Background: an optimization exercise with open tools, aiming at small area and few clock cycles. Do not read the settings as production practice. At most, simulation tests tie the RTL to the original design; equivalence was not proved. No functional check of the RTL was part of runs 4 and 5. No activity file was given, so power comes from the tool's default toggle rates.

$ cat config.mk
export PLATFORM = sky130hd
export DESIGN_NAME = bracket_quote_value_checker_core
export DESIGN_NICKNAME = bracket_quote_value_checker_core
export VERILOG_FILES = /design/flow/design.v
export SDC_FILE = /design/flow/constraint.sdc
export NUM_CORES = 4
export LEC_CHECK = 0
export CAP_MARGIN = 20
export CORE_MARGIN = 2
export CORE_UTILIZATION = 40
export CTS_BUF_LIST = sky130_fd_sc_hd__clkbuf_4
export CTS_CLUSTER_SIZE = 30
export PLACE_DENSITY = 0.6
export SLEW_MARGIN = 20
$ cat constraint.sdc
create_clock -name core_clock -period 6.0 [get_ports {clock}]
set_input_delay 1.2000 -clock core_clock [delete_from_list [all_inputs] [get_ports {clock}]]
set_output_delay 1.2000 -clock core_clock [all_outputs]
set_load 0.01 [all_outputs]
$ cat design.v
package bqvc_pkg;
   localparam logic [7:0] CH_TAB     = 8'h09;
   localparam logic [7:0] CH_LF      = 8'h0A;
   localparam logic [7:0] CH_VT      = 8'h0B;
   localparam logic [7:0] CH_FF      = 8'h0C;
   localparam logic [7:0] CH_CR      = 8'h0D;
   localparam logic [7:0] CH_SPACE   = 8'h20;
   localparam logic [7:0] CH_DQUOTE  = 8'h22;
   localparam logic [7:0] CH_SQUOTE  = 8'h27;
   localparam logic [7:0] CH_LPAREN  = 8'h28;
   localparam logic [7:0] CH_RPAREN  = 8'h29;
   localparam logic [7:0] CH_STAR    = 8'h2A;
   localparam logic [7:0] CH_SLASH   = 8'h2F;
   localparam logic [7:0] CH_SEMI    = 8'h3B;
   localparam logic [7:0] CH_LBRACK  = 8'h5B;
   localparam logic [7:0] CH_BSLASH  = 8'h5C;
   localparam logic [7:0] CH_RBRACK  = 8'h5D;
   localparam logic [7:0] CH_LBRACE  = 8'h7B;
   localparam logic [7:0] CH_RBRACE  = 8'h7D;
   localparam logic [2:0] LA_NONE  = 3'd0;
   localparam logic [2:0] LA_SLASH = 3'd1;
   localparam logic [2:0] LA_LINE  = 3'd2;
   localparam logic [2:0] LA_BLOCK = 3'd3;
   localparam logic [2:0] LA_STAR  = 3'd4;
   localparam logic [2:0] LA_QUOTE = 3'd5;
   localparam logic [2:0] LA_ESC   = 3'd6;
   localparam logic [1:0] QM_NONE   = 2'd0;
   localparam logic [1:0] QM_DOUBLE = 2'd1;
   localparam logic [1:0] QM_SINGLE = 2'd2;
endpackage
module bracket_quote_value_checker_core (
   input  logic        clock,
   input  logic        reset,
   input  logic        req_valid,
   output logic        req_ready,
   input  logic [7:0]  req_text_byte,
   input  logic        req_end_of_text,
   output logic        rsp_valid,
   input  logic        rsp_ready,
   output logic        rsp_has_byte,
   output logic [7:0]  rsp_value_byte,
   output logic        rsp_terminated,
   output logic [3:0]  rsp_error_code,
   output logic [15:0] rsp_error_pos,
   output logic [15:0] rsp_error_len,
   output logic        rsp_last_result,
   input  logic        csr_valid,
   output logic        csr_ready,
   input  logic        csr_at_mode
);
   logic        bv_ff;
   logic [7:0]  bb_ff;
   logic        be_ff;
   logic        at_mode_ff;
   logic [15:0] off_ff, off_in;
   logic [15:0] qstart_ff, qstart_in;
   logic [4:0]  depth_ff, depth_in;
   logic [1:0]  quote_ff, quote_in;
   logic [2:0]  la_ff, la_in;
   logic [17:0] stk_ff [16];
   logic [3:0]  top_idx;
   logic [1:0]  top_kind;
   logic [15:0] top_pos;
   logic        push;
   logic [7:0]  b;
   logic        is_blank, is_open, is_close, kind_match;
   logic [1:0]  b_kind;
   logic        depth_zero, depth_full;
   logic [15:0] off_inc;
   logic        res, last;
   logic        o_has, o_term;
   logic [7:0]  o_byte;
   logic [3:0]  o_code;
   logic [1:0]  pos_sel;        
   logic        len_diff;       
   logic [15:0] o_pos;
   logic        take, consume, step;
   assign b          = bb_ff;
   assign depth_zero = (depth_ff == 5'd0);
   assign depth_full = depth_ff[4];
   assign off_inc    = off_ff + 16'd1;
   assign is_blank   = (b == bqvc_pkg::CH_SPACE) || (b == bqvc_pkg::CH_TAB) || (b == bqvc_pkg::CH_LF) ||
                       (b == bqvc_pkg::CH_VT) || (b == bqvc_pkg::CH_FF) || (b == bqvc_pkg::CH_CR);
   assign is_open    = (b == bqvc_pkg::CH_LPAREN) || (b == bqvc_pkg::CH_LBRACK) || (b == bqvc_pkg::CH_LBRACE);
   assign is_close   = (b == bqvc_pkg::CH_RPAREN) || (b == bqvc_pkg::CH_RBRACK) || (b == bqvc_pkg::CH_RBRACE);
   assign b_kind     = (b == bqvc_pkg::CH_LPAREN || b == bqvc_pkg::CH_RPAREN) ? 2'd0 :
                       (b == bqvc_pkg::CH_LBRACK || b == bqvc_pkg::CH_RBRACK) ? 2'd1 : 2'd2;
   assign top_idx    = depth_ff[3:0] - 4'd1;
   assign top_kind   = stk_ff[top_idx][17:16];
   assign top_pos    = stk_ff[top_idx][15:0];
   assign kind_match = (top_kind == b_kind);
   always_comb begin
      off_in    = off_ff;
      qstart_in = qstart_ff;
      depth_in  = depth_ff;
      quote_in  = quote_ff;
      la_in     = la_ff;
      push      = 1'b0;
      res       = 1'b0;
      last      = 1'b1;
      o_has     = 1'b0;
      o_byte    = 8'd0;
      o_term    = 1'b0;
      o_code    = 4'd0;
      pos_sel   = 2'd0;
      len_diff  = 1'b0;
      if (be_ff) begin
         if (la_ff == bqvc_pkg::LA_SLASH) begin
            res    = 1'b1;
            o_has  = 1'b1;
            o_byte = bqvc_pkg::CH_SLASH;
            last   = depth_zero;
            la_in  = bqvc_pkg::LA_NONE;
         end else if (la_ff == bqvc_pkg::LA_BLOCK || la_ff == bqvc_pkg::LA_STAR) begin
            res     = 1'b1;
            o_code  = 4'd8;
            pos_sel = 2'd1;
            last    = depth_zero;
            la_in   = bqvc_pkg::LA_NONE;
         end else if (quote_ff != bqvc_pkg::QM_NONE && la_ff != bqvc_pkg::LA_QUOTE) begin
            res      = 1'b1;
            o_code   = 4'd7;
            pos_sel  = 2'd2;
            len_diff = 1'b1;
         end else if (!depth_zero) begin
            res      = 1'b1;
            o_code   = 4'd4 + {2'd0, top_kind};
            pos_sel  = 2'd3;
            len_diff = 1'b1;
         end
         if (last) begin
            off_in    = 16'd0;
            qstart_in = 16'd0;
            depth_in  = 5'd0;
            quote_in  = bqvc_pkg::QM_NONE;
            la_in     = bqvc_pkg::LA_NONE;
         end
      end else if (la_ff == bqvc_pkg::LA_SLASH && (b == bqvc_pkg::CH_SLASH || b == bqvc_pkg::CH_STAR)) begin
         la_in  = (b == bqvc_pkg::CH_SLASH) ? bqvc_pkg::LA_LINE : bqvc_pkg::LA_BLOCK;
         off_in = off_inc;
      end else if (la_ff == bqvc_pkg::LA_SLASH) begin
         res    = 1'b1;
         o_has  = 1'b1;
         o_byte = bqvc_pkg::CH_SLASH;
         last   = 1'b0;
         la_in  = bqvc_pkg::LA_NONE;
      end else if ((la_ff == bqvc_pkg::LA_LINE && b != bqvc_pkg::CH_LF && b != bqvc_pkg::CH_CR) ||
                   la_ff == bqvc_pkg::LA_BLOCK || la_ff == bqvc_pkg::LA_STAR) begin
         off_in = off_inc;
         if (la_ff != bqvc_pkg::LA_LINE) begin
            if (b == bqvc_pkg::CH_STAR)
               la_in = bqvc_pkg::LA_STAR;
            else if (la_ff == bqvc_pkg::LA_STAR && b == bqvc_pkg::CH_SLASH)
               la_in = bqvc_pkg::LA_NONE;
            else
               la_in = bqvc_pkg::LA_BLOCK;
         end
      end else if (la_ff == bqvc_pkg::LA_ESC || (la_ff == bqvc_pkg::LA_QUOTE && b == bqvc_pkg::CH_DQUOTE)) begin
         res    = 1'b1;
         o_has  = 1'b1;
         o_byte = b;
         off_in = off_inc;
         la_in  = bqvc_pkg::LA_NONE;
      end else begin
         la_in = bqvc_pkg::LA_NONE;
         if (quote_ff == bqvc_pkg::QM_NONE || la_ff == bqvc_pkg::LA_QUOTE) begin
            quote_in = bqvc_pkg::QM_NONE;
            if (depth_zero && (is_blank || (b == bqvc_pkg::CH_RBRACK && !at_mode_ff))) begin
               res       = 1'b1;
               o_term    = 1'b1;
               off_in    = 16'd0;
               qstart_in = 16'd0;
               depth_in  = 5'd0;
            end else if (b == bqvc_pkg::CH_SLASH) begin
               la_in  = bqvc_pkg::LA_SLASH;
               off_in = off_inc;
            end else begin
               res    = 1'b1;
               o_has  = 1'b1;
               o_byte = b;
               off_in = off_inc;
               if (b == bqvc_pkg::CH_DQUOTE || b == bqvc_pkg::CH_SQUOTE) begin
                  quote_in  = (b == bqvc_pkg::CH_DQUOTE) ? bqvc_pkg::QM_DOUBLE : bqvc_pkg::QM_SINGLE;
                  qstart_in = off_ff;
               end else if (is_open) begin
                  if (depth_full) begin
                     o_code = 4'd9;
                  end else begin
                     push     = 1'b1;
                     depth_in = depth_ff + 5'd1;
                  end
               end else if (is_close) begin
                  if (depth_zero) begin
                     o_code = 4'd1 + {2'd0, b_kind};
                  end else if (kind_match) begin
                     depth_in = depth_ff - 5'd1;
                  end else begin
                     o_code = 4'd4 + {2'd0, top_kind};
                  end
               end else if (b == bqvc_pkg::CH_SEMI && !depth_zero) begin
                  o_code   = 4'd4 + {2'd0, top_kind};
                  depth_in = 5'd0;
               end
            end
         end else begin
            res    = 1'b1;
            o_has  = 1'b1;
            o_byte = b;
            off_in = off_inc;
            if (quote_ff == bqvc_pkg::QM_SINGLE) begin
               if (b == bqvc_pkg::CH_BSLASH)
                  la_in = bqvc_pkg::LA_ESC;
               else if (b == bqvc_pkg::CH_SQUOTE)
                  quote_in = bqvc_pkg::QM_NONE;
            end else if (b == bqvc_pkg::CH_DQUOTE) begin
               la_in = bqvc_pkg::LA_QUOTE;
            end
         end
      end
   end
   always_comb begin
      case (pos_sel)
         2'd0:    o_pos = off_ff;
         2'd1:    o_pos = off_ff - 16'd2;
         2'd2:    o_pos = qstart_ff;
         default: o_pos = top_pos;
      endcase
   end
   assign rsp_valid       = bv_ff && res;
   assign rsp_has_byte    = o_has;
   assign rsp_value_byte  = o_byte;
   assign rsp_terminated  = o_term;
   assign rsp_error_code  = o_code;
   assign rsp_error_pos   = (o_code != 4'd0) ? o_pos : 16'd0;
   assign rsp_error_len   = len_diff ? (off_ff - o_pos) : {15'd0, o_code != 4'd0};
   assign rsp_last_result = last;
   assign take      = res && rsp_ready;
   assign step      = bv_ff && (!res || rsp_ready);
   assign consume   = step && last;
   assign req_ready = !bv_ff || consume;
   assign csr_ready = req_ready;
   always_ff @(posedge clock) begin
      if (reset) begin
         bv_ff      <= 1'b0;
         at_mode_ff <= 1'b0;
         off_ff     <= 16'd0;
         qstart_ff  <= 16'd0;
         depth_ff   <= 5'd0;
         quote_ff   <= bqvc_pkg::QM_NONE;
         la_ff      <= bqvc_pkg::LA_NONE;
      end else begin
         if (req_ready) begin
            bv_ff <= req_valid;
         end
         if (csr_valid && csr_ready) begin
            at_mode_ff <= csr_at_mode;
         end
         if (step) begin
            off_ff    <= off_in;
            qstart_ff <= qstart_in;
            depth_ff  <= depth_in;
            quote_ff  <= quote_in;
            la_ff     <= la_in;
         end
      end
   end
   always_ff @(posedge clock) begin
      if (req_ready && req_valid) begin
         bb_ff <= req_text_byte;
         be_ff <= req_end_of_text;
      end
   end
   always_ff @(posedge clock) begin
      if (step && push) begin
         stk_ff[depth_ff[3:0]] <= {b_kind, off_ff};
      end
   end
endmodule
$ cat run.sh
#!/bin/bash
# synth_recipe.tcl (not shown) runs the flow's synth.tcl, then flattens the netlist and writes it again
# the make line also repeats each setting of config.mk as NAME=value (left out here)
make -C /OpenROAD-flow-scripts/flow DESIGN_CONFIG=/design/flow/config.mk WORK_HOME=/design/flow/orfs CLKGATE_MAP_FILE= SYNTH_SCRIPT=/design/flow/synth_recipe.tcl finish
==> results.txt, run 1 <==
Place
Input and output buffers added on the ports amount to 64. The last weighted congestion value of the routability-driven placer is just under 0.9. The post-DP HPWL is between 20,000 and 30,000 µm.

Power and ir drop
In this run the power density over the cells is around 250 mW/mm². The internal power contribution is about 3.7 mW. The analysis attributes to net switching a power of between 1 and 1.5 mW. The share of total power dissipated in combinational logic is 0.065. The share of total power dissipated in sequential elements is 0.537. Across the VDD grid, the largest voltage drop is around 0.00013 V. The clock network power share is 0.398. The fraction of power spent switching nets is 0.226. The leakage power is around 7.0 nW.

Setup path
The slowest library cell on the worst path is or4_4. The critical path capture point type is an output pin. STA classifies the critical path startpoint as a flip-flop. The required time of the critical path is around 4.8 ns. The critical path goes through inv_8 -> ha_4 -> nor4b_4 -> o311ai_2 -> buf_4 -> o21ai_4 -> or4_4 -> or4_4 -> a21oi_4 -> nor2_4 -> ha_4 -> inv_4 -> o21bai_4 -> a21o_1 -> a21o_1 -> a21o_1 -> a221oi_2 -> mux2i_1 -> buf_2. In this design, the stage delay of the slowest critical-path cell is approximately 0.57 ns. The dominant cell type by count on the critical path is a21o_1.

The critical path data arrival time is 4.85 ns. The highest fanout seen on the critical path is 4. The worst setup path category is flip-flop to output pin.

STA
Hold is met by 0.457 ns. The total negative slack for setup checks is -0.0483 ns. The number of failing hold endpoints at the final stage is 0.

For the finished layout, the period the worst path requires is ~6 ns. For the pin with the worst max-slew slack, the measured transition is 1.02 ns. The maximum clock skew at final layout is 0.0657 ns. Timing would allow up to around 170 MHz.

The final max-slew violation count is 0. Setup violations remaining at the end of the flow were counted as 1. Setup repair after global routing could not meet its margin everywhere. The tightest slew margin relative to the limit is 0.315. The final worst-path cycle share is 1.01.

Setup slack on the critical path of the routed design comes to -0.0483 ns.

Logic synthesis
The count of cell types in the netlist is 93. Summing every instance area after synthesis gives between 0.015 and 0.02 mm². The net count of the mapped netlist is ~1,200. The post-synthesis async set-or-reset flop share is 0. Counting flops with a built-in enable in the synthesized netlist gives 297. In the synthesized netlist, the number of instances is ~1,100. A synthesized cell averages 14.3 µm².

For this run, the number of Yosys warnings is 1. Of the synthesized area, sequential elements account for 0.612. Among all flip-flop cells after synthesis, the most frequent one is edfxtp_1. In this run, synthesis produced a sequential element count of between 300 and 400.

Global route
In the global route stage, overall resource usage came out at 0.200. The number of antenna violations at the first check in global routing was 1. The number of global-route vias before repair is between 10,000 and 15,000. The first-pass GRT wire length is 62,700 µm. Entering global routing, the biggest net connects 31 pins. Summed over all layers, the global routing overflow is 0.

Min path
The worst hold path belongs to the class flip-flop to flip-flop.

Finish
For this run, the post-layout net count is 1,362. The area growth from synthesis to layout is 21.2%. In the final layout, the share of cells above drive strength 1 is 0.322.

Clock tree
The number of hold buffers added after CTS was 0. The number of levels the H-tree was split into is 3. CTS saw roughly 340 sinks. The clock-pin transition on the worst setup and hold timing paths is 0.07 ns. Counting along the longest clock path gives a buffer depth of 3. Buffers inserted during clock tree synthesis total 86.

The clock latency reported for the late side of the worst-skew pair is slightly above 0.7 ns. The TritonCTS clock tree is yes. The tree is rooted in a clkbuf_4.

Detailed routing
In the routed layout, each cell is associated on average with a via count of 5.58. The number of DRC markers in iteration 0 is ~780. After detailed routing, the number of remaining DRC violations is 0. The number of nets with antenna violations after routing is 0. Detailed routing inserted a total of about 11,000 vias. The routed design has between 40,000 and 50,000 µm of wire. After detailed routing, the average wire length per cell comes to about 22 µm. Before antenna repair, the detailed router went through 5 iterations.

Floorplanning
The die boundary height is 204 µm. 65 I/O pins were placed. The number of placement rows is 73. The die covers roughly 0.042 mm². The initial core utilization is 0.404. The width of the die is approximately 200 µm. The core outline area is 0.0396 mm².

Outcome
The layout checks failed on negative setup slack. The run finished, with violations left.

Job
The max-cap check violation count is 0.
## sequential cells by signal, summed over array words and instances (netlist names)
register	cells
off_ff	16
la_ff	3
qstart_ff	16
at_mode_ff	1
quote_ff	2
stk_ff	288
be_ff	1
bv_ff	1
depth_ff	5
bb_ff	8
## power by group through the flow
stage / Clock (mW) / Combinational [mW] / Sequential [mW]
finish: 1.90 / 0.312 / 2.57
global route: 2.07 / 0.333 / 2.56
CTS: 1.95 / 0.288 / 2.56
detailed placement: 0 / 0.261 / 2.62
global placement: 0 / 0.260 / 2.62
floorplan: 0 / 0.180 / 2.61
## critical path, delay by kind of cell, from the launching register on
family	cells	cell delay (ns)
flops	1	0.39
simple gates	4	1.28
buf+inv	4	0.43
compound gates	8	1.42
mux	1	0.21
fa+ha+maj	2	0.40
## Yosys cell counts, types with 8 or more instances
cell | count | share of area
or3_1 | 16 | 0.0062
ha_1 | 18 | 0.014
mux2i_1 | 18 | 0.011
and3_1 | 10 | 0.0039
a21oi_1 | 62 | 0.019
or4_1 | 8 | 0.0037
edfxtp_1 | 297 | 0.56
nand3_1 | 41 | 0.013
xnor2_1 | 21 | 0.011
a31oi_1 | 11 | 0.0043
clkbuf_1 | 36 | 0.0084
nand2_1 | 80 | 0.019
inv_1 | 25 | 0.0059
xor2_1 | 16 | 0.0087
nor3_1 | 20 | 0.0062
o21ai_0 | 35 | 0.011
nor2_1 | 88 | 0.021
buf_2 | 17 | 0.0053
mux4_2 | 80 | 0.11
dfxtp_1 | 44 | 0.055
nand2b_1 | 12 | 0.0047
## metal layers
layer | GRT usage | up-vias | routed length [µm]
met2 | 0.319 | 395 | 19900
li1 | - | 4848 | -
met5 | 0 | - | 0
met3 | 0.0375 | 60 | 2710
met4 | 0.0730 | 0 | 896
met1 | 0.274 | 5335 | 18000
## area by class of cell
type / count / area, µm²
multi-input combinational: 686 / 6120
tap: 525 / 657
timing repair buffer: 188 / 1690
clock buffer: 125 / 938
sequential: 341 / 9800
inverter: 25 / 104
fill: 3418 / 20200
antenna: 1 / 2.50
clock inverter: 17 / 105
## metrics by stage
step                cell area [µm²]  instances  utilization  power (mW)  setup WS, ns
global placement              17800       1721        0.448        2.88         0.164
detailed placement            17800       1721        0.448        2.88         0.121
global route                  19400       1908        0.490        4.97        -0.199
floorplan                     16200       1121            -        2.79        -0.332
CTS                           19100       1889        0.483        4.80       -0.0541
finish                        19400       1908        0.490        4.78       -0.0483
## what timing repair did
item,4_1_cts,5_1_grt
pin swaps,17,35
setup endpoints to repair,29,29
setup buffers,24,19
gates cloned,2,0
gates resized for setup,57,59
## cells by family after synthesis
group / after synthesis / share of synthesized area
simple gates: 321 / 0.101
xor+xnor: 38 / 0.0219
mux: 108 / 0.136
compound gates: 197 / 0.0852
fa+ha+maj: 22 / 0.0173
buf+inv: 94 / 0.0271
flops: 341 / 0.612
## placed cells by master (no fill, tap or decap), types with 6 or more instances in the layout
master	n
a211oi_1	7
a21o_1	6
a21oi_1	55
a21oi_2	8
a31oi_1	10
and2_1	7
and3_1	10
buf_12	6
buf_2	8
buf_4	109
buf_6	6
clkbuf_4	125
clkdlybuf4s50_1	36
clkinv_1	8
dfxtp_1	43
dlymetal6s2s_1	15
edfxtp_1	297
ha_1	13
inv_1	21
mux2i_1	16
mux4_1	6
mux4_2	80
nand2_1	79
nand2b_1	12
nand3_1	41
nor2_1	73
nor2_2	14
nor2b_1	6
nor3_1	15
nor3_2	7
o21ai_0	31
or3_1	15
xnor2_1	19
xor2_1	15
## final timing paths
path / start / endpoint / slack (ns) / cells past startpoint
worst min-delay path: qstart_ff[15] / qstart_ff[15] / 0.46 / 2
worst max-delay path: depth_ff[0] / rsp_error_len[15] / -0.05 / 19
worst min register to register: qstart_ff[15] / qstart_ff[15] / 0.46 / 2
worst max register to register: bb_ff[3] / stk_ff[8][3] / 1.39 / 10
Testbench counts, summed over its fixed seeds: cycles 43,956.
==> inputs of run 2 (changes only) <==
--- a/config.mk
+++ b/config.mk
@@ -10,4 +10,2 @@
 export CORE_UTILIZATION = 40
-export CTS_BUF_LIST = sky130_fd_sc_hd__clkbuf_4
-export CTS_CLUSTER_SIZE = 30
 export PLACE_DENSITY = 0.6
==> run 2 against run 1 <==
The run now finishes clean. Global-route usage decreased by 0.23 points. Setup slack improved by 0.14 ns. Sequential power about the same. Synthesized area unchanged. Via count decreased by 4.0%. Worst hold slack got worse by 0.0019 ns. Power increased by 4.5%. Core utilization decreased by 0.32 points. Sequential share of layout area increased by 0.33 points. Combinational power decreased by 7.1%. Critical path type unchanged. Critical endpoint unchanged. Largest power group unchanged.
==> results.txt, run 2 <==
Logic synthesis
The post-synthesis instance area is 0.0160 mm². By instance count, the leading cell after synthesis is edfxtp_1. In this run, synthesis inferred ~300 flip-flops with an integrated enable. After technology mapping, the gate count stands at ~1,100. Yosys attributes the largest share of cell area to edfxtp_1 56%, mux4_2 11%, dfxtp_1 5.5%. The mean instance size in the synthesized netlist is 14.3 µm². The top-area cell type share of the netlist area is 0.557. Counting instances in the post-synthesis netlist gives the leading cell types as 297 x edfxtp_1, 88 x nor2_1, 80 x mux4_2, 80 x nand2_1, 62 x a21oi_1.

The count of cell types in the netlist is 93. The top flip-flop cell by instance count after synthesis is edfxtp_1. The share of the Yosys chip area taken by registers is 0.612. For this run, the number of Yosys warnings is 1. The register bit total from synthesis is roughly 340. Counting flops with an async set or reset pin after synthesis yields a share of 0. The number of nets handed over by synthesis was approximately 1,200.

edfxtp_1 takes more of the synthesized area than any other cell.

Power and ir drop
Across the VDD grid, the largest voltage drop is 0.000148 V. The leakage power is 6.87 nW. The power per standard cell area is ~260 mW/mm².

Setup path
For flop-to-flop paths, the worst setup slack is 1.49 ns. The element type at the critical path start is a flip-flop. The critical path's largest stage delay is ~0.55 ns. The endpoint identified for the worst register-to-register timing path is stk_ff[9][3]. In this run the worst path has a maximum fanout of 19. The worst setup path is of the flip-flop to output pin kind. The kind of cell adding the most delay to the critical path is compound AO/OA/AOI/OAI gates. The worst reg2reg path depth is 10. STA puts the critical path data required time at between 4 and 5 ns. The startpoint identified for the worst register-to-register timing path is bb_ff[3].

The critical path data arrival time is about 4.7 ns. For this design, the slowest cell found on the critical path is mux4_2. Walking the worst path, the cells encountered are inv_8 -> ha_4 -> buf_12 -> buf_4 -> buf_12 -> mux4_2 -> mux4_2 -> o22ai_1 -> nand2_1 -> o21ai_2 -> ha_1 -> a21oi_2 -> o21bai_1 -> a21o_1 -> a21o_1 -> a21o_1 -> a221oi_2 -> mux2i_1 -> clkbuf_2. The dominant cell type by count on the critical path is a21o_1. The number of buffers and inverters on the critical path is 5. The critical path capture point type is an output pin.

Global route
The maximum number of pins on one net before global-route repair is 31. The global-route congestion overflow total is 0. The number of global-route vias before repair is 10,028. The total track usage is 0.198. The number of antenna violations at the first check in global routing is 0. The first-pass GRT wire length is 62,100 µm.

Finish
The post-route non-filler standard cell count is ~1,800. The number of antenna diodes in the final layout is 0. After the last flow step, the layout net total stands at about 1,300.

The count of fill cells added during filler insertion is between 3,000 and 4,000. The register with the most flip-flops in the layout has 288 of them. Relative to the synthesized area, the layout overhead comes to 20.5%.

The most common cell after layout, fill and taps aside is edfxtp_1. The core utilization of the finished layout is 0.487. In the layout the commonest cells are 297 x edfxtp_1, 90 x buf_4, 80 x nand2_1, 80 x mux4_2, 75 x nor2_1. The fraction of layout instances using a drive strength above 1 is 0.246.

Clock tree
The tree is rooted in a clkbuf_16. For this design, the CTS-stage hold fixing added 0 buffers. CTS built an H-tree with a depth of 2.

In this run the deepest clock path goes through 3 buffers. TritonCTS created 36 clock buffers. The later pin in the worst-skew pair is clocked with a latency of approximately 0.53 ns. The TritonCTS clock tree is yes. The sink count of the clock tree is approximately 340.

The clock-pin transition on the worst setup and hold timing paths is 0.06 ns.

STA
The final worst-path cycle share is 0.985. The number of failing hold endpoints at the final stage was 0. Static timing analysis puts the maximum clock frequency at between 150 and 200 MHz. The maximum clock skew at final layout is around 0.013 ns. The least setup slack across all paths after layout is 0.0889 ns. For the pin with the worst max-slew slack, the measured transition is approximately 1.0 ns.

In the final timing run, aggregate negative setup slack is 0 ns. The final max-slew violation count is 0. Setup repair after global routing could not meet its margin everywhere. Setup violations remaining at the end of the flow were counted as 0.

The worst path needs between 5 and 6 ns of the cycle, external delays included. The tightest slew margin relative to the limit is 0.333.

Floorplanning
The core outline area is roughly 0.04 mm². The die covers around 0.042 mm². The floorplan step set the die height to ~200 µm. 65 I/O pins were placed. The width of the die is 204 µm.

The floorplan has 73 rows. The initial core utilization is 0.404.

Min path
The path type of the worst min-delay path is flip-flop to flip-flop. The destination of the worst hold path is qstart_ff[15]. The worst hold path was traced through 2 stages. The worst hold path begins at qstart_ff[15].

Detailed routing
The detailed router placed roughly 10,000 vias in this run. The number of nets with antenna violations after routing is 0. The detailed router finished its first iteration with between 700 and 800 violations. The average via count per standard cell is 5.64.

For this run, design rule violations remaining after detail routing come to 0. In the final routed layout, each cell accounts on average for ~23 µm. The first detailed-routing pass ran for 5 iterations. The routed wire length is between 40,000 and 50,000 µm.

Place
Timing analysis after detailed placement gives a worst setup slack of between 0.1 and 0.15 ns. The last weighted congestion value of the routability-driven placer is 0.882. The port buffer count is 64. The placed cell count is about 1,700. The wire-length estimate of the detail-placed layout is 26,500 µm.

Job
The max-cap check violation count is 0.

Outcome
The flow ran to the end and the layout has no timing, DRC or antenna violations.
[run 2: cell counts after synthesis]
No cell type changed its count.
[run 2: through the flow]
step | power [mW] | cell area [µm²] | hold slack [ns]
floorplan | 2.79 | 16200 | 0.431
global placement | 2.88 | 17800 | 0.440
detailed placement | 2.88 | 17800 | 0.445
CTS | 5.02 | 19100 | 0.452
global route | 5.13 | 19300 | 0.470
finish | 4.99 | 19300 | 0.455
[run 2: layout make-up]
type | instances | area [µm²] | share of cell area
inverter | 25 | 101 | 0.00525
timing repair buffer | 169 | 1630 | 0.0842
sequential | 341 | 9800 | 0.508
clock buffer | 46 | 970 | 0.0502
multi-input combinational | 686 | 5990 | 0.311
clock inverter | 18 | 148 | 0.00765
tap | 525 | 657 | 0.0340
[run 2: timing repair]
item	4_1_cts	5_1_grt
endpoints found under the setup margin	11	27
pin swaps	5	13
gates resized for setup	21	47
cloned	1	2
buffers inserted	12	10
[run 2: cells by family after synthesis]
group | after synthesis | synth area share
and+or+nand+nor | 321 | 0.101
buffers and inverters | 94 | 0.0271
xor gates and xnor gates | 38 | 0.0219
AOI/OAI and AO/OA | 197 | 0.0852
DFF | 341 | 0.612
muxes | 108 | 0.136
adders and majority gates | 22 | 0.0173
[run 2: routing by layer]
layer / vias to the layer above / global-route usage / share of wire
li1: 4661 / - / -
met1: 5150 / 0.279 / 0.44
met2: 339 / 0.320 / 0.48
met3: 66 / 0.0266 / 0.056
met4: 0 / 0.0580 / 0.025
met5: - / 0 / 0
[run 2: where the power goes]
| group | leakage (nW) | switching [mW] | internal [mW] |
|---|---|---|---|
| clock | 0.549 | 0.900 | 1.23 |
| combinational | 3.02 | 0.154 | 0.135 |
| sequential | 3.30 | 0.0127 | 2.55 |
| total | 6.87 | 1.07 | 3.92 |
[run 2: worst reg2reg max path: stages, from the launching register on]
cell	delay [ns]
edfxtp_1	0.52
nor3b_1	0.34
nand2_1	0.15
or2_1	0.30
a21oi_1	0.25
o211ai_1	0.17
or3_1	0.52
nor3_1	0.55
nand2_1	0.30
nor2_2	0.70
buf_4	0.39
[run 2: worst max path at each step]
| stage | from | end | slack [ns] | cells after the start |
|---|---|---|---|---|
| 3_3_place_gp | depth_ff[0] | rsp_error_len[15] | 0.16 | 18 |
| 5_1_grt | depth_ff[0] | rsp_error_len[15] | -0.09 | 19 |
| 2_1_floorplan | depth_ff[0] | rsp_error_len[10] | -0.33 | 29 |
| 3_5_place_dp | depth_ff[0] | rsp_error_len[15] | 0.12 | 18 |
| 6_report | depth_ff[0] | rsp_error_len[15] | 0.09 | 19 |
| 4_1_cts | depth_ff[0] | rsp_error_len[7] | -0.06 | 19 |
==> inputs of run 3 (changes only) <==
--- a/config.mk
+++ b/config.mk
@@ -7,3 +7,3 @@
 export LEC_CHECK = 0
-export CAP_MARGIN = 20
+export CAP_MARGIN = 0
 export CORE_MARGIN = 2
@@ -11,2 +11,2 @@
 export PLACE_DENSITY = 0.6
-export SLEW_MARGIN = 20
+export SLEW_MARGIN = 0
==> run 3 against run 2 <==
Still clean. Flip-flop and latch count stayed put. Power is the same. First-iteration DRC count unchanged. Sequential share of layout area unchanged. Via count stayed put. Critical endpoint unchanged. Largest cell class unchanged. Largest power group unchanged.
==> results.txt, run 3 <==
Detailed routing
In this run the remaining antenna-violating nets after routing total 0. The wire length per cell after detailed routing is roughly 23 µm. The detailed-routing iteration count for the pre-antenna-repair pass is 5.

The average via count per standard cell is around 5.6. For this block, the via count after detailed routing is between 10,000 and 15,000. The routed wire length is roughly 41,000 µm. In this run, the number of DRC markers left after iteration 0 of detailed routing was between 700 and 800. In the routed design, unresolved DRC markers number 0.

Global route
The met1 layer usage reported by global route is 0.279. The fraction of met3 tracks used by global routing is 0.0266. For this run, global-route usage on met2 was measured as 0.320. The first global-routing pass estimated a little over 60,000 µm of wire. The number of global-route vias before repair is approximately 10,000. Across every metal layer, demand over resource in global routing totals 0.198. The maximum number of pins on one net before global-route repair is 31. The global routing stage identified its most utilized layer as met2. The number of antenna violations at the first check in global routing is 0. After global routing the overflow that remains totals 0.

Setup path
The slowest stage of the critical path belongs to the cell mux4_2. In this run the worst setup path begins at depth_ff[0]. The required time of the critical path is about 4.8 ns.

The worst setup path is of the flip-flop to output pin kind. The element type at the critical path start is a flip-flop. The highest fanout seen on the critical path is 19. The number of buffers and inverters on the critical path is 5. Walking the worst path, the cells encountered are inv_8 -> ha_4 -> buf_12 -> buf_4 -> buf_12 -> mux4_2 -> mux4_2 -> o22ai_1 -> nand2_1 -> o21ai_2 -> ha_1 -> a21oi_2 -> o21bai_1 -> a21o_1 -> a21o_1 -> a21o_1 -> a221oi_2 -> mux2i_1 -> clkbuf_2. The largest single stage delay on the critical path is around 0.55 ns. In this design, the largest share of critical-path delay is due to compound AO/OA/AOI/OAI gates.

The dominant cell type by count on the critical path is a21o_1. The start of the worst register-to-register path is bb_ff[3]. The critical path capture point type is an output pin.

The critical path data arrival time is 4.71 ns.

Logic synthesis
edfxtp_1 is the most common cell in the netlist. The post-synthesis instance area is approximately 0.016 mm². For this run, the number of Yosys warnings is 1.

The count of cell types in the netlist is 93. The top-area cell type share of the netlist area is 0.557. The register area share after synthesis is 0.612.

By count the netlist is led by 297 x edfxtp_1, 88 x nor2_1, 80 x mux4_2, 80 x nand2_1, 62 x a21oi_1. The post-synthesis async set-or-reset flop share is 0. The net count of the mapped netlist is between 1,000 and 1,500. The top flip-flop cell by instance count after synthesis is edfxtp_1. In this run, synthesis inferred 297 flip-flops with an integrated enable.

After synthesis, the cell types taking the most area are edfxtp_1 56%, mux4_2 11%, dfxtp_1 5.5%. Synthesis produced between 1,000 and 1,500 cells. The register bit total from synthesis is about 340. Averaged over all synthesized cells, the footprint is ~14 µm². The cell type with the highest aggregate area in the netlist is edfxtp_1.

Outcome
The run finished with no timing, DRC or antenna violations.

Floorplanning
The floorplan step set the die width to slightly above 200 µm. Pin placement for this block handled 65 I/O pins. The initial utilization of the core area, before any placement, comes to 0.404. The die covers 0.0417 mm². The core region is just under 0.04 mm². The number of placement rows is 73. The die boundary height is ~200 µm.

Clock tree
The number of levels the H-tree was split into is 2. The clock latency reported for the late side of the worst-skew pair is around 0.53 ns. Buffers inserted to repair hold after CTS numbered 0. The TritonCTS clock tree is yes. The number of buffers added by the clock tree synthesis step is 36. The cell sitting at the root of the clock tree is a clkbuf_16. Counting along the longest clock path gives a buffer depth of 3. After clock tree synthesis, the clock-pin slew on the worst setup and hold paths is ~0.06 ns. CTS saw about 340 sinks.

Power and ir drop
The leakage power is about 6.9 nW. The maximum vdd drop is about 0.00015 V. The power per standard cell area is around 260 mW/mm².

STA
The fmax is 169 MHz. For the pin with the worst max-slew slack, the measured transition is approximately 1 ns. Setup repair after global routing could not meet its margin everywhere.

Dividing the final minimum period by the clock period gives 0.985. The maximum clock skew at final layout is between 0.01 and 0.015 ns. The final max-slew violation count is 0.

Subtracting the final worst setup slack from the clock period gives 5.91 ns. The worst hold slack across all endpoints is roughly 0.45 ns. Setup violations remaining at the end of the flow were counted as 0.

The number of failing hold endpoints at the final stage came to 0. The total negative slack for setup checks is 0 ns. The tightest slew margin relative to the limit is 0.333.

Place
Once detailed placement completed, the half-perimeter wirelength came to between 20,000 and 30,000 µm. Input and output buffers added on the ports amount to 64. The last weighted congestion value of the routability-driven placer is between 0.8 and 0.9.

Finish
The repair_antennas step left the layout with diodes totalling 0. The most common cell after layout, fill and taps aside is edfxtp_1. In the final layout, the share of cells above drive strength 1 is 0.246. In the final design database the tool counted around 1,300 nets.

The top cell types in the final layout, fill and taps aside, are 297 x edfxtp_1, 90 x buf_4, 80 x nand2_1, 80 x mux4_2, 75 x nor2_1. The synthesis-to-finish area growth is 20.5%. The flip-flop count of the largest register, all copies and words added is 288.

Job
Across the run, the number of max-cap violations was 0.

Min path
The path type of the worst min-delay path is flip-flop to flip-flop. In this run the most critical hold path is launched from qstart_ff[15].
-- run 3: worst register-to-register path, stage by stage, from the launching register on --
cell and delay (ns):
edfxtp_1 0.52, nor3b_1 0.34, nand2_1 0.15, or2_1 0.30, a21oi_1 0.25, o211ai_1 0.17
or3_1 0.52, nor3_1 0.55, nand2_1 0.30, nor2_2 0.70, buf_4 0.39
-- run 3: kinds of logic after synthesis --
| kind of cell | after synthesis | synth area share |
|---|---|---|
| xor+xnor | 38 | 0.0219 |
| mux | 108 | 0.136 |
| compound gates | 197 | 0.0852 |
| simple gates | 321 | 0.101 |
| fa+ha+maj | 22 | 0.0173 |
| flops | 341 | 0.612 |
| buf+inv | 94 | 0.0271 |
-- run 3: repair_timing --
action                                  4_1_cts  5_1_grt
endpoints found under the setup margin       11       27
buffers inserted                             12       10
pin swaps                                     5       13
gates cloned                                  1        2
resized for setup                            21       47
-- run 3: per-layer routing --
| layer | vias up | wire, µm |
|---|---|---|
| li1 | 4661 | - |
| met5 | - | 0 |
| met1 | 5150 | 18300 |
| met2 | 339 | 19700 |
| met3 | 66 | 2330 |
| met4 | 0 | 1010 |
-- run 3: through the flow --
step                      utilization  area (µm²)  setup slack [ns]  power [mW]  instances
after floorplan                     -       16200            -0.332        2.79       1121
after global placement          0.448       17800             0.164        2.88       1721
after detailed placement        0.448       17800             0.121        2.88       1721
after CTS                       0.481       19100           -0.0604        5.02       1798
after global routing            0.487       19300           -0.0901        5.13       1810
final                           0.487       19300            0.0889        4.99       1810
-- run 3: where the power goes --
group | internal (mW) | total [mW] | switching [mW] | leakage, nW
Combinational | 0.135 | 0.290 | 0.154 | 3.02
Sequential | 2.55 | 2.57 | 0.0127 | 3.30
Clock | 1.23 | 2.13 | 0.900 | 0.549
-- run 3: final cells by class --
type                       count  area [µm²]
timing repair buffer         169        1630
fill                        3386       20300
tap                          525         657
sequential                   341        9800
inverter                      25         101
multi-input combinational    686        5990
clock buffer                  46         970
clock inverter                18         148
-- run 3: final timing paths --
kind / endpoint / slack [ns] / depth (start not counted)
max: rsp_error_len[15] / 0.09 / 19
min: qstart_ff[15] / 0.45 / 2
max reg2reg: stk_ff[9][3] / 1.49 / 10
min reg2reg: qstart_ff[15] / 0.45 / 2
==> inputs of run 4 (changes only) <==
--- a/design.v
+++ b/design.v
@@ -55,8 +55,8 @@
    logic [15:0] off_ff, off_in;
-   logic [15:0] qstart_ff, qstart_in;
-   logic [4:0]  depth_ff, depth_in;
+   logic [15:0] qstart_ff;
+   logic [4:0]  top_ff, top_in;
    logic [1:0]  quote_ff, quote_in;
    logic [2:0]  la_ff, la_in;
+   logic        qopen;
    logic [17:0] stk_ff [16];
-   logic [3:0]  top_idx;
    logic [1:0]  top_kind;
@@ -73,9 +73,8 @@
    logic [3:0]  o_code;
-   logic [1:0]  pos_sel;        
-   logic        len_diff;       
-   logic [15:0] o_pos;
+   logic        sel_off, sel_q, sel_t, sel_d;
+   logic [15:0] sub_x, diff;
    logic        take, consume, step;
    assign b          = bb_ff;
-   assign depth_zero = (depth_ff == 5'd0);
-   assign depth_full = depth_ff[4];
+   assign depth_zero = top_ff[4];
+   assign depth_full = (top_ff == 5'd15);
    assign off_inc    = off_ff + 16'd1;
@@ -87,21 +86,22 @@
                        (b == bqvc_pkg::CH_LBRACK || b == bqvc_pkg::CH_RBRACK) ? 2'd1 : 2'd2;
-   assign top_idx    = depth_ff[3:0] - 4'd1;
-   assign top_kind   = stk_ff[top_idx][17:16];
-   assign top_pos    = stk_ff[top_idx][15:0];
+   assign top_kind   = stk_ff[top_ff[3:0]][17:16];
+   assign top_pos    = stk_ff[top_ff[3:0]][15:0];
    assign kind_match = (top_kind == b_kind);
    always_comb begin
-      off_in    = off_ff;
-      qstart_in = qstart_ff;
-      depth_in  = depth_ff;
-      quote_in  = quote_ff;
-      la_in     = la_ff;
-      push      = 1'b0;
-      res       = 1'b0;
-      last      = 1'b1;
-      o_has     = 1'b0;
-      o_byte    = 8'd0;
-      o_term    = 1'b0;
-      o_code    = 4'd0;
-      pos_sel   = 2'd0;
-      len_diff  = 1'b0;
+      off_in   = off_ff;
+      top_in   = top_ff;
+      quote_in = quote_ff;
+      la_in    = la_ff;
+      qopen    = 1'b0;
+      push     = 1'b0;
+      res      = 1'b0;
+      last     = 1'b1;
+      o_has    = 1'b0;
+      o_byte   = 8'd0;
+      o_term   = 1'b0;
+      o_code   = 4'd0;
+      sel_off  = 1'b0;
+      sel_q    = 1'b0;
+      sel_t    = 1'b0;
+      sel_d    = 1'b0;
       if (be_ff) begin
@@ -114,24 +114,21 @@
          end else if (la_ff == bqvc_pkg::LA_BLOCK || la_ff == bqvc_pkg::LA_STAR) begin
-            res     = 1'b1;
-            o_code  = 4'd8;
-            pos_sel = 2'd1;
-            last    = depth_zero;
-            la_in   = bqvc_pkg::LA_NONE;
+            res    = 1'b1;
+            o_code = 4'd8;
+            sel_d  = 1'b1;
+            last   = depth_zero;
+            la_in  = bqvc_pkg::LA_NONE;
          end else if (quote_ff != bqvc_pkg::QM_NONE && la_ff != bqvc_pkg::LA_QUOTE) begin
-            res      = 1'b1;
-            o_code   = 4'd7;
-            pos_sel  = 2'd2;
-            len_diff = 1'b1;
+            res    = 1'b1;
+            o_code = 4'd7;
+            sel_q  = 1'b1;
          end else if (!depth_zero) begin
-            res      = 1'b1;
-            o_code   = 4'd4 + {2'd0, top_kind};
-            pos_sel  = 2'd3;
-            len_diff = 1'b1;
+            res    = 1'b1;
+            o_code = 4'd4 + {2'd0, top_kind};
+            sel_t  = 1'b1;
          end
          if (last) begin
-            off_in    = 16'd0;
-            qstart_in = 16'd0;
-            depth_in  = 5'd0;
-            quote_in  = bqvc_pkg::QM_NONE;
-            la_in     = bqvc_pkg::LA_NONE;
+            off_in   = 16'd0;
+            top_in   = 5'h1f;
+            quote_in = bqvc_pkg::QM_NONE;
+            la_in    = bqvc_pkg::LA_NONE;
          end
@@ -168,7 +165,5 @@
             if (depth_zero && (is_blank || (b == bqvc_pkg::CH_RBRACK && !at_mode_ff))) begin
-               res       = 1'b1;
-               o_term    = 1'b1;
-               off_in    = 16'd0;
-               qstart_in = 16'd0;
-               depth_in  = 5'd0;
+               res    = 1'b1;
+               o_term = 1'b1;
+               off_in = 16'd0;
             end else if (b == bqvc_pkg::CH_SLASH) begin
@@ -182,10 +177,11 @@
                if (b == bqvc_pkg::CH_DQUOTE || b == bqvc_pkg::CH_SQUOTE) begin
-                  quote_in  = (b == bqvc_pkg::CH_DQUOTE) ? bqvc_pkg::QM_DOUBLE : bqvc_pkg::QM_SINGLE;
-                  qstart_in = off_ff;
+                  quote_in = (b == bqvc_pkg::CH_DQUOTE) ? bqvc_pkg::QM_DOUBLE : bqvc_pkg::QM_SINGLE;
+                  qopen    = 1'b1;
                end else if (is_open) begin
                   if (depth_full) begin
-                     o_code = 4'd9;
+                     o_code  = 4'd9;
+                     sel_off = 1'b1;
                   end else begin
-                     push     = 1'b1;
-                     depth_in = depth_ff + 5'd1;
+                     push   = 1'b1;
+                     top_in = top_ff + 5'd1;
                   end
@@ -193,11 +189,14 @@
                   if (depth_zero) begin
-                     o_code = 4'd1 + {2'd0, b_kind};
+                     o_code  = 4'd1 + {2'd0, b_kind};
+                     sel_off = 1'b1;
                   end else if (kind_match) begin
-                     depth_in = depth_ff - 5'd1;
+                     top_in = top_ff - 5'd1;
                   end else begin
-                     o_code = 4'd4 + {2'd0, top_kind};
+                     o_code  = 4'd4 + {2'd0, top_kind};
+                     sel_off = 1'b1;
                   end
                end else if (b == bqvc_pkg::CH_SEMI && !depth_zero) begin
-                  o_code   = 4'd4 + {2'd0, top_kind};
-                  depth_in = 5'd0;
+                  o_code  = 4'd4 + {2'd0, top_kind};
+                  sel_off = 1'b1;
+                  top_in  = 5'h1f;
                end
@@ -220,10 +219,4 @@
    end
-   always_comb begin
-      case (pos_sel)
-         2'd0:    o_pos = off_ff;
-         2'd1:    o_pos = off_ff - 16'd2;
-         2'd2:    o_pos = qstart_ff;
-         default: o_pos = top_pos;
-      endcase
-   end
+   assign sub_x = sel_q ? qstart_ff : sel_t ? top_pos : 16'd2;
+   assign diff  = off_ff - sub_x;
    assign rsp_valid       = bv_ff && res;
@@ -233,4 +226,5 @@
    assign rsp_error_code  = o_code;
-   assign rsp_error_pos   = (o_code != 4'd0) ? o_pos : 16'd0;
-   assign rsp_error_len   = len_diff ? (off_ff - o_pos) : {15'd0, o_code != 4'd0};
+   assign rsp_error_pos   = ({16{sel_off}} & off_ff) | ({16{sel_q}} & qstart_ff) |
+                            ({16{sel_t}} & top_pos) | ({16{sel_d}} & diff);
+   assign rsp_error_len   = (sel_q || sel_t) ? diff : {15'd0, sel_off || sel_d};
    assign rsp_last_result = last;
@@ -246,4 +240,3 @@
          off_ff     <= 16'd0;
-         qstart_ff  <= 16'd0;
-         depth_ff   <= 5'd0;
+         top_ff     <= 5'h1f;
          quote_ff   <= bqvc_pkg::QM_NONE;
@@ -258,7 +251,6 @@
          if (step) begin
-            off_ff    <= off_in;
-            qstart_ff <= qstart_in;
-            depth_ff  <= depth_in;
-            quote_ff  <= quote_in;
-            la_ff     <= la_in;
+            off_ff   <= off_in;
+            top_ff   <= top_in;
+            quote_ff <= quote_in;
+            la_ff    <= la_in;
          end
@@ -267,3 +259,3 @@
    always_ff @(posedge clock) begin
-      if (req_ready && req_valid) begin
+      if (req_ready) begin
          bb_ff <= req_text_byte;
@@ -271,2 +263,5 @@
       end
+      if (step && qopen) begin
+         qstart_ff <= off_ff;
+      end
    end
@@ -274,3 +269,3 @@
       if (step && push) begin
-         stk_ff[depth_ff[3:0]] <= {b_kind, off_ff};
+         stk_ff[top_ff[3:0] + 4'd1] <= {b_kind, off_ff};
       end
--- a/config.mk
+++ b/config.mk
@@ -7,3 +7,3 @@
 export LEC_CHECK = 0
-export CAP_MARGIN = 0
+export CAP_MARGIN = 20
 export CORE_MARGIN = 2
@@ -11,2 +11,2 @@
 export PLACE_DENSITY = 0.6
-export SLEW_MARGIN = 0
+export SLEW_MARGIN = 20
==> run 4 against run 3 <==
Die area decreased by 2.4%. Largest power group unchanged. Core utilization decreased by 0.59 points. Final area decreased by 3.7%. Clock power about the same. Clock-buffer cell count decreased by 1. Flip-flop and latch count increased by 4. Via count decreased by 8.1%. Setup slack improved by 0.076 ns. Highest routed layer unchanged. Routed wire length decreased by 5.5%.
==> results.txt, run 4 <==
Clock tree
The number of buffers added by the clock tree synthesis step is 35. The clock passes through at most 3 buffers. The H-tree was split into 2 levels. The clock latency reported for the late side of the worst-skew pair is 0.53 ns. Clock tree synthesis found a total of about 350 sinks.

The tree is rooted in a clkbuf_16. Clock-pin slew was measured on the worst setup and hold paths at around 0.060 ns. The TritonCTS clock tree is yes.

Logic synthesis
A synthesized cell averages between 15 and 20 µm². By area the synthesized netlist is led by edfxtp_1 60%, mux4_2 13%, dfxtp_1 4.1%. The register bit total from synthesis is around 350. The count of cell types in the netlist is about 90. The post-synthesis async set-or-reset flop share is 0. Of the total synthesized cell area, the portion taken by AND, OR, NAND and NOR gates is 0.0903. Among all flip-flop cells after synthesis, the most frequent one is edfxtp_1. Counting instances in the post-synthesis netlist gives the leading cell types as 313 x edfxtp_1, 88 x mux4_2, 86 x nor2_1. Of the total synthesized cell area, the portion taken by XOR and XNOR cells is 0.0168. The number of warning messages in the yosys log is 1.

The synthesized instance count is between 1,000 and 1,500. The portion of synthesized area spent on multiplexers is 0.133. The top-area cell type share of the netlist area is 0.601. Among all cell types in the netlist, the one instantiated most often is edfxtp_1. The register area share after synthesis is 0.642.

The synthesized netlist occupies a cell area of about 0.016 mm². The synthesized design spends more area on one cell type than any other, namely edfxtp_1. The post-synthesis compound-gate area fraction came to 0.0791. The net count of the mapped netlist is roughly 1,100. The adder and majority cell fraction of the synthesized area is 0.0205.

The main combinational cell family by area after synthesis is multiplexers. Counting flops with a built-in enable in the synthesized netlist gives about 310.

Power and ir drop
The leakage power is around 6.0 nW. The power per standard cell area is between 200 and 300 mW/mm². The maximum vdd drop is 0.000273 V.

Detailed routing
The detailed router finished its first iteration with between 700 and 800 violations. The average via count per standard cell is approximately 5.7. In this run the remaining antenna-violating nets after routing total 0. The detailed-routing iteration count for the pre-antenna-repair pass is 5. For this block, the via count after detailed routing is about 9,400.

The final layout contains routed wiring with a total length of slightly below 40,000 µm. Dividing the detail-routed wire length by the instance count gives ~24 µm. The final routed DRC violation total is 0.

STA
The tightest slew margin relative to the limit is 0.401. The number of failing hold endpoints at the final stage is 0. The number of failing setup endpoints in the final timing report is 0.

After layout, the minimum clock period comes to roughly 6 ns. The final max-slew violation count is 0. For the pin with the worst max-slew slack, the measured transition is between 0.8 and 0.9 ns. Setup repair after global routing left no endpoint under its margin.

Once routing completed, OpenROAD measured the worst setup slack at approximately 0.17 ns. Hold is met by about 0.53 ns. The fmax is between 150 and 200 MHz. The total negative slack for setup checks is 0 ns. The final worst-path cycle share is 0.972. The maximum clock skew at final layout is about 0.015 ns.

Min path
The destination of the worst hold path is la_ff[2]. The worst min-delay path startpoint is la_ff[2]. The path type of the worst min-delay path is flip-flop to flip-flop. Along the worst hold path, the cell count comes to 2.

Finish
0 antenna diodes ended up in the layout. The number of nets in the layout is approximately 1,200. Leaving out fill and tap cells, the most frequent cell in the layout is edfxtp_1. The synthesis-to-finish area growth is 18.9%.

In the layout the commonest cells are 313 x edfxtp_1, 88 x mux4_2, 69 x nor2_1. Of the cells placed in the final design, the portion with a size suffix greater than 1 is 0.227. The final design area excluding fillers is approximately 0.019 mm².

The flip-flop count of the largest register, all copies and words added is 288.

Floorplanning
The initial core utilization is 0.405. The core outline area is between 0.03 and 0.04 mm². From left edge to right edge, the die measures a little over 200 µm.

The number of placement rows is 72. The area of the die is 0.0407 mm². The top-level I/O count is 65.

The floorplan step set the die height to around 200 µm.

Global route
For this run, the total global-route usage over all layers was measured as 0.190. The number of global-route vias before repair is about 9,400. The maximum number of pins on one net before global-route repair is 39. The number of antenna violations at the first check in global routing is 0. The first global-routing pass estimated 58,000 µm of wire. Global routing finished with a remaining overflow of 0.

Place
The placement-stage cell area is ~0.017 mm². At the end of routability-driven placement, the weighted congestion stood at roughly 0.85. Once detailed placement completed, the half-perimeter wirelength came to 24,100 µm. Port buffering added 64 buffers. Prior to clock tree synthesis, the placed netlist has a worst setup slack of about 0.23 ns.

Setup path
The start of the worst register-to-register path is bb_ff[2]. The worst reg2reg path depth is 9. Data on the critical path arrives at its endpoint at 4.63 ns. The worst setup path is of the flip-flop to output pin kind.

The worst setup path is captured at an output pin. The highest fanout seen on the critical path is 7. The capture instance of the worst register-to-register path is stk_ff[8][11]. The worst register-to-register path has a setup slack of between 1.5 and 2 ns. The element type at the critical path start is a flip-flop. The required time of the critical path is approximately 4.8 ns.

Outcome
The flow ran to the end and the layout has no timing, DRC or antenna violations.

Job
The tool flagged a number of max-cap violations equal to 0.
-- run 4: repair_timing --
item,CTS,global route
gates cloned,0,3
pin swaps,2,8
hold buffers,0,0
buffers inserted,6,11
endpoints found under the setup margin,14,13
gates resized for setup,12,33
endpoints found under the hold margin,0,0
-- run 4: logic make-up (layout without fill, tap and decap cells) --
logic type | Yosys count | in the layout
and+or+nand+nor | 280 | 281
xor gates and xnor gates | 30 | 30
adders and majority gates | 25 | 25
buffers and inverters | 68 | 200
AOI/OAI and AO/OA | 164 | 164
muxes | 98 | 98
DFF | 345 | 345
-- run 4: through the flow --
step,utilization,instances,power (mW)
after floorplan,-,1010,2.73
after global placement,0.443,1578,2.78
after detailed placement,0.443,1578,2.79
after CTS,0.473,1647,4.87
after global routing,0.481,1661,4.98
final,0.481,1661,4.83
-- run 4: how the worst max path moves through the flow --
stage / start / to / slack [ns] / cells after the start
floorplan: flip-flop / rsp_error_pos[14] / 0.47 / 14
global placement: flip-flop / rsp_error_pos[15] / 0.23 / 14
detailed placement: flip-flop / rsp_error_pos[15] / 0.23 / 14
CTS: flip-flop / rsp_error_pos[15] / 0.002 / 15
global route: flip-flop / rsp_error_len[14] / 0.01 / 15
finish: flip-flop / rsp_error_len[14] / 0.17 / 15
-- run 4: worst max-delay path, cell delays in order (launching register included) --
cell	delay, ns
dfxtp_4	0.41
buf_12	0.14
mux4_2	0.49
mux4_2	0.56
a22o_1	0.23
ha_1	0.21
fa_2	0.39
nor2b_4	0.16
o31ai_4	0.08
a21oi_2	0.21
nand4_1	0.11
o211ai_1	0.14
o41a_1	0.21
xnor2_1	0.11
nor2_1	0.10
clkdlybuf4s50_1	0.54
-- run 4: cell type report --
cell class | instances | area (µm²)
fillers | 3274 | 20100
flip-flops and latches | 345 | 10000
multi-input cells | 598 | 5570
repair buffers | 116 | 1150
clock buffers | 45 | 933
well taps | 518 | 648
clock inverters | 18 | 156
inverters | 21 | 78.8
-- run 4: power breakdown --
group | switching, mW | total, mW | internal (mW)
registers | 0.0158 | 2.61 | 2.60
clock network | 0.902 | 2.10 | 1.20
logic | 0.0721 | 0.125 | 0.0526
-- run 4: per-layer routing --
metal  track usage  wire length (µm)  vias to the layer above
met3        0.0266              2110                       52
met1         0.274             17800                     4762
met4        0.0541               877                        0
li1              -                 -                     4232
met5             0                 0                        -
met2         0.300             18300                      339
==> inputs of run 5 (changes only) <==
--- a/design.v
+++ b/design.v
@@ -61,2 +61,3 @@
    logic [17:0] stk_ff [16];
+   logic [17:0] top_ent;
    logic [1:0]  top_kind;
@@ -86,4 +87,10 @@
                        (b == bqvc_pkg::CH_LBRACK || b == bqvc_pkg::CH_RBRACK) ? 2'd1 : 2'd2;
-   assign top_kind   = stk_ff[top_ff[3:0]][17:16];
-   assign top_pos    = stk_ff[top_ff[3:0]][15:0];
+   always_comb begin
+      top_ent = 18'd0;
+      for (int i = 0; i < 16; i++) begin
+         top_ent = top_ent | (stk_ff[i] & {18{top_ff[3:0] == 4'(i)}});
+      end
+   end
+   assign top_kind   = top_ent[17:16];
+   assign top_pos    = top_ent[15:0];
    assign kind_match = (top_kind == b_kind);
--- a/config.mk
+++ b/config.mk
@@ -10,2 +10,4 @@
 export CORE_UTILIZATION = 40
+export CTS_CLUSTER_DIAMETER = 100
+export CTS_CLUSTER_SIZE = 30
 export PLACE_DENSITY = 0.6
==> run 5 against run 4 <==
The layout now fails its checks (negative setup slack). Largest cell class unchanged. Flip-flop and latch count decreased by 4. Critical path depth grew 5. Non-clock buffer count up 72. Sequential share of layout area grew 1.7 points. Worst hold slack better by 0.055 ns. Via count grew 13%.
==> results.txt, run 5 <==
Outcome
The run finished, with violations left. The checks that failed were negative setup slack.

Logic synthesis
The number of warning messages in the yosys log is 1. The top-area cell type share of the netlist area is 0.618. The number of synthesized flops with an enable pin is approximately 310.

Sorting the synthesized cells by how often they occur yields 313 x edfxtp_1, 77 x nor2_1, 65 x a22oi_1. In this run the mean area of a mapped cell was 13.4 µm². The post-synthesis async set-or-reset flop share is 0.

By area the synthesized netlist is led by edfxtp_1 62%, dfxtp_1 3.7%, a22oi_1 3.2%. Of the synthesized area, sequential elements account for 0.655. After synthesis, the netlist uses 90 different library cells. In this run the cell area of the synthesized design comes to 0.0152 mm². The register bit total from synthesis is roughly 340. The number of nets handed over by synthesis was ~1,200. The most frequently used cell type in the post-synthesis netlist is edfxtp_1. The largest total area in the synthesized netlist belongs to edfxtp_1. The synthesized instance count is ~1,100. The top flip-flop cell by instance count after synthesis is edfxtp_1.

Clock tree
The TritonCTS clock tree is yes. CTS built an H-tree with a depth of 1. The largest buffer count on any clock path is 3.

The post-cts hold buffer count is 0. Counting the buffers created by CTS gives 15. The cell at the root of the clock tree is clkbuf_16.

The clock-pin transition on the worst setup and hold timing paths is around 0.12 ns. The later pin in the worst-skew pair is clocked with a latency of 0.52 ns. The sink count of the clock tree is ~340.

STA
The worst-margin pin slew is between 0.9 and 1 ns. For this run, the top clock speed supported by timing is between 150 and 200 MHz. In this run the tightest slew margin relative to its limit is 0.377. The final max-slew violation count came to 0. Setup repair after global routing could not meet its margin everywhere. The worst hold slack across all endpoints is around 0.58 ns. Of the available clock period, the critical path in the final layout requires 1.01. Once routing completed, OpenROAD measured the worst setup slack at -0.0690 ns. After layout, the minimum clock period comes to 6.07 ns. The number of failing setup endpoints in the final timing report is 3.

Between clock sinks in the finished design, the worst skew comes to around 0.029 ns. The number of failing hold endpoints at the final stage is 0.

Place
The placement-stage cell area is 0.0170 mm². The congestion estimate from routability-driven global placement came to around 0.87. The port buffer count is between 60 and 70. The placed cell count is ~1,700. The post-DP HPWL is roughly 29,000 µm.

Global route
Entering global routing, the biggest net connects 32 pins. The number of antenna violations at the first check in global routing is 0. The total track usage is 0.222. The number of global-route vias before repair is roughly 10,000. After global routing the overflow that remains totals 0.

The first-pass GRT wire length is 65,300 µm.

Finish
The synthesis-to-finish area growth is 17.6%. Leaving out fill and tap cells, the most frequent cells in the layout are 313 x edfxtp_1, 116 x buf_4, 68 x nor2_1. The post-route non-filler standard cell count is ~1,800. The finished cells cover roughly 0.018 mm². The net count of the finished layout is around 1,300.

The number of diodes added for antenna fixing is 0. Of the cells placed in the final design, the portion with a size suffix greater than 1 is 0.187. The count of fill cells added during filler insertion is roughly 3,300.

The flip-flop count of the largest register, all copies and words added is between 200 and 300. Leaving out fill and tap cells, the most frequent cell in the layout is edfxtp_1.

Floorplanning
The top-level I/O count is 65. The region available for standard cell placement spans ~0.038 mm². The floorplan step set the die width to 199 µm. The die is 199 µm tall.

The initial core utilization is 0.405. In this run the core area contains between 70 and 80 standard-cell rows. The area of the die is a little under 0.04 mm².

Detailed routing
The first detailed-routing pass ran for 5 iterations. In this run, the number of DRC markers left after iteration 0 of detailed routing was approximately 1,100. The final routed DRC violation total is 0. The routed via count is about 11,000. The number of nets with antenna violations after routing is 0. The average via count per standard cell is 5.90. The routed wire length is ~44,000 µm. After detailed routing, the average wire length per cell comes to 24.6 µm.

Power and ir drop
The clock network power share is 0.309. The internal power contribution is 3.12 mW. Summed over all nets, the switching power comes to ~830 µW. The worst-case IR drop observed on VDD is 0.000176 V. Of the total power, the share spent switching nets is 0.211.

Power spread over the standard cell area amounts to approximately 220 mW/mm². The share of total power dissipated in combinational logic is 0.040. The register share of total power is 0.651. Summed over all cells, the static leakage comes to between 6 and 7 nW.

The post-layout total power is 3.96 mW.

Setup path
The required time of the critical path is around 4.8 ns. The worst setup path category is flip-flop to output pin. The critical path capture point type is an output pin. The element type at the critical path start is a flip-flop.

Along the worst path, the maximum fanout reaches 3. STA puts the critical path data arrival time at between 4 and 5 ns.

Job
The tool flagged a number of max-cap violations equal to 0.

Min path
The path type of the worst min-delay path is flip-flop to flip-flop.
run 5: per-stage QoR:
step	utilization	setup WS, ns	setup TNS [ns]
after floorplan	-	0.317	0
after global placement	0.452	-0.0418	-0.0418
after detailed placement	0.452	-0.131	-0.277
after CTS	0.470	-0.0428	-0.0428
after global routing	0.476	-0.209	-0.961
final	0.476	-0.0690	-0.161
run 5: final timing paths:
path                        to  slack, ns  cells past startpoint   startpoint
max          rsp_error_pos[13]      -0.07                     20    top_ff[1]
min                quote_ff[1]       0.58                      2  quote_ff[1]
max reg2reg     stk_ff[14][10]       1.76                      8     bb_ff[0]
min reg2reg        quote_ff[1]       0.58                      2  quote_ff[1]
run 5: final cells by class:
cell class	instances	area, µm²	share of cell area
multi-input cells	703	5170	0.289
well taps	511	639	0.0357
clock inverters	3	33.8	0.00189
clock buffers	23	405	0.0227
flip-flops and latches	341	9970	0.557
inverters	27	101	0.00566
repair buffers	188	1580	0.0882
run 5: cells by family after synthesis:
kind of cell,Yosys count,share of synthesized area
xor gates and xnor gates,30,0.0178
and+or+nand+nor,324,0.113
DFF,341,0.655
AOI/OAI and AO/OA,313,0.159
muxes,11,0.00831
adders and majority gates,25,0.0211
buffers and inverters,92,0.0262
run 5: worst max-delay path, cell delays in order (launching register included):
cell and delay [ns]:
dfxtp_2 0.35, inv_2 0.05, ha_2 0.18, and3_4 0.18, a22o_1 0.21, a221o_1 0.27, a221oi_2 0.24, nand4_1 0.20
o22a_1 0.25, inv_2 0.08, ha_4 0.19, nor2b_4 0.12, o31a_1 0.33, o221a_4 0.27, o41ai_4 0.39, buf_4 0.18
o311ai_2 0.10, a21oi_1 0.20, xnor2_1 0.12, a221o_1 0.32, buf_6 0.13
run 5: repair_timing:
item,in CTS,in global routing
gates resized for setup,65,63
setup buffers,10,11
setup endpoints to repair,17,19
pin swaps,20,28
run 5: power groups by stage:
stage               logic, mW  clock network (mW)  registers (mW)
floorplan              0.0929                   0            2.63
finish                  0.158                1.22            2.58
global route            0.171                1.31            2.58
CTS                     0.155                1.23            2.58
global placement        0.150                   0            2.63
detailed placement      0.150                   0            2.63
run 5: metal layers:
layer	up-vias	global-route usage	routed length, µm
met4	0	0.0520	798
li1	4739	-	-
met1	5344	0.298	18500
met2	464	0.378	21400
met3	54	0.0344	3500
met5	-	0	0

==> re-timing with driven ports <==
Ports are ideal in the flow. The routed layouts listed here were re-timed in OpenROAD. Step 1, drivers: a clkbuf_16 drives clock and a buf_2 each remaining input, both assumed. Step 2 times the ports against the registers' clock, not the clock port: input delays grow and output delays shrink by t, the midpoint of the rising clock arrivals with the driver on. Three values: no drivers, after step 1, after step 2; two values: the first two.
run | t, ns | setup WS [ns] | hold slack, ns | worst setup path after step 2 | clock arrival spread, ns
run 1 | 0.733 | -0.048 / -0.098 / 0.635 | 0.457 / 0.457 / 0.457 | register to output | 0.065 / 0.066
run 2 | 0.570 | 0.089 / 0.040 / 0.609 | 0.455 / 0.455 / 0.455 | register to output | 0.016 / 0.015
run 3 | 0.570 | 0.089 / 0.040 / 0.609 | 0.455 / 0.455 / 0.455 | register to output | 0.016 / 0.015
run 4 | 0.572 | 0.165 / 0.112 / 0.684 | 0.526 / 0.526 / 0.526 | register to output | 0.016 / 0.016
run 5 | 0.561 | -0.069 / -0.124 / 0.437 | 0.581 / 0.581 / 0.581 | register to output | 0.030 / 0.029
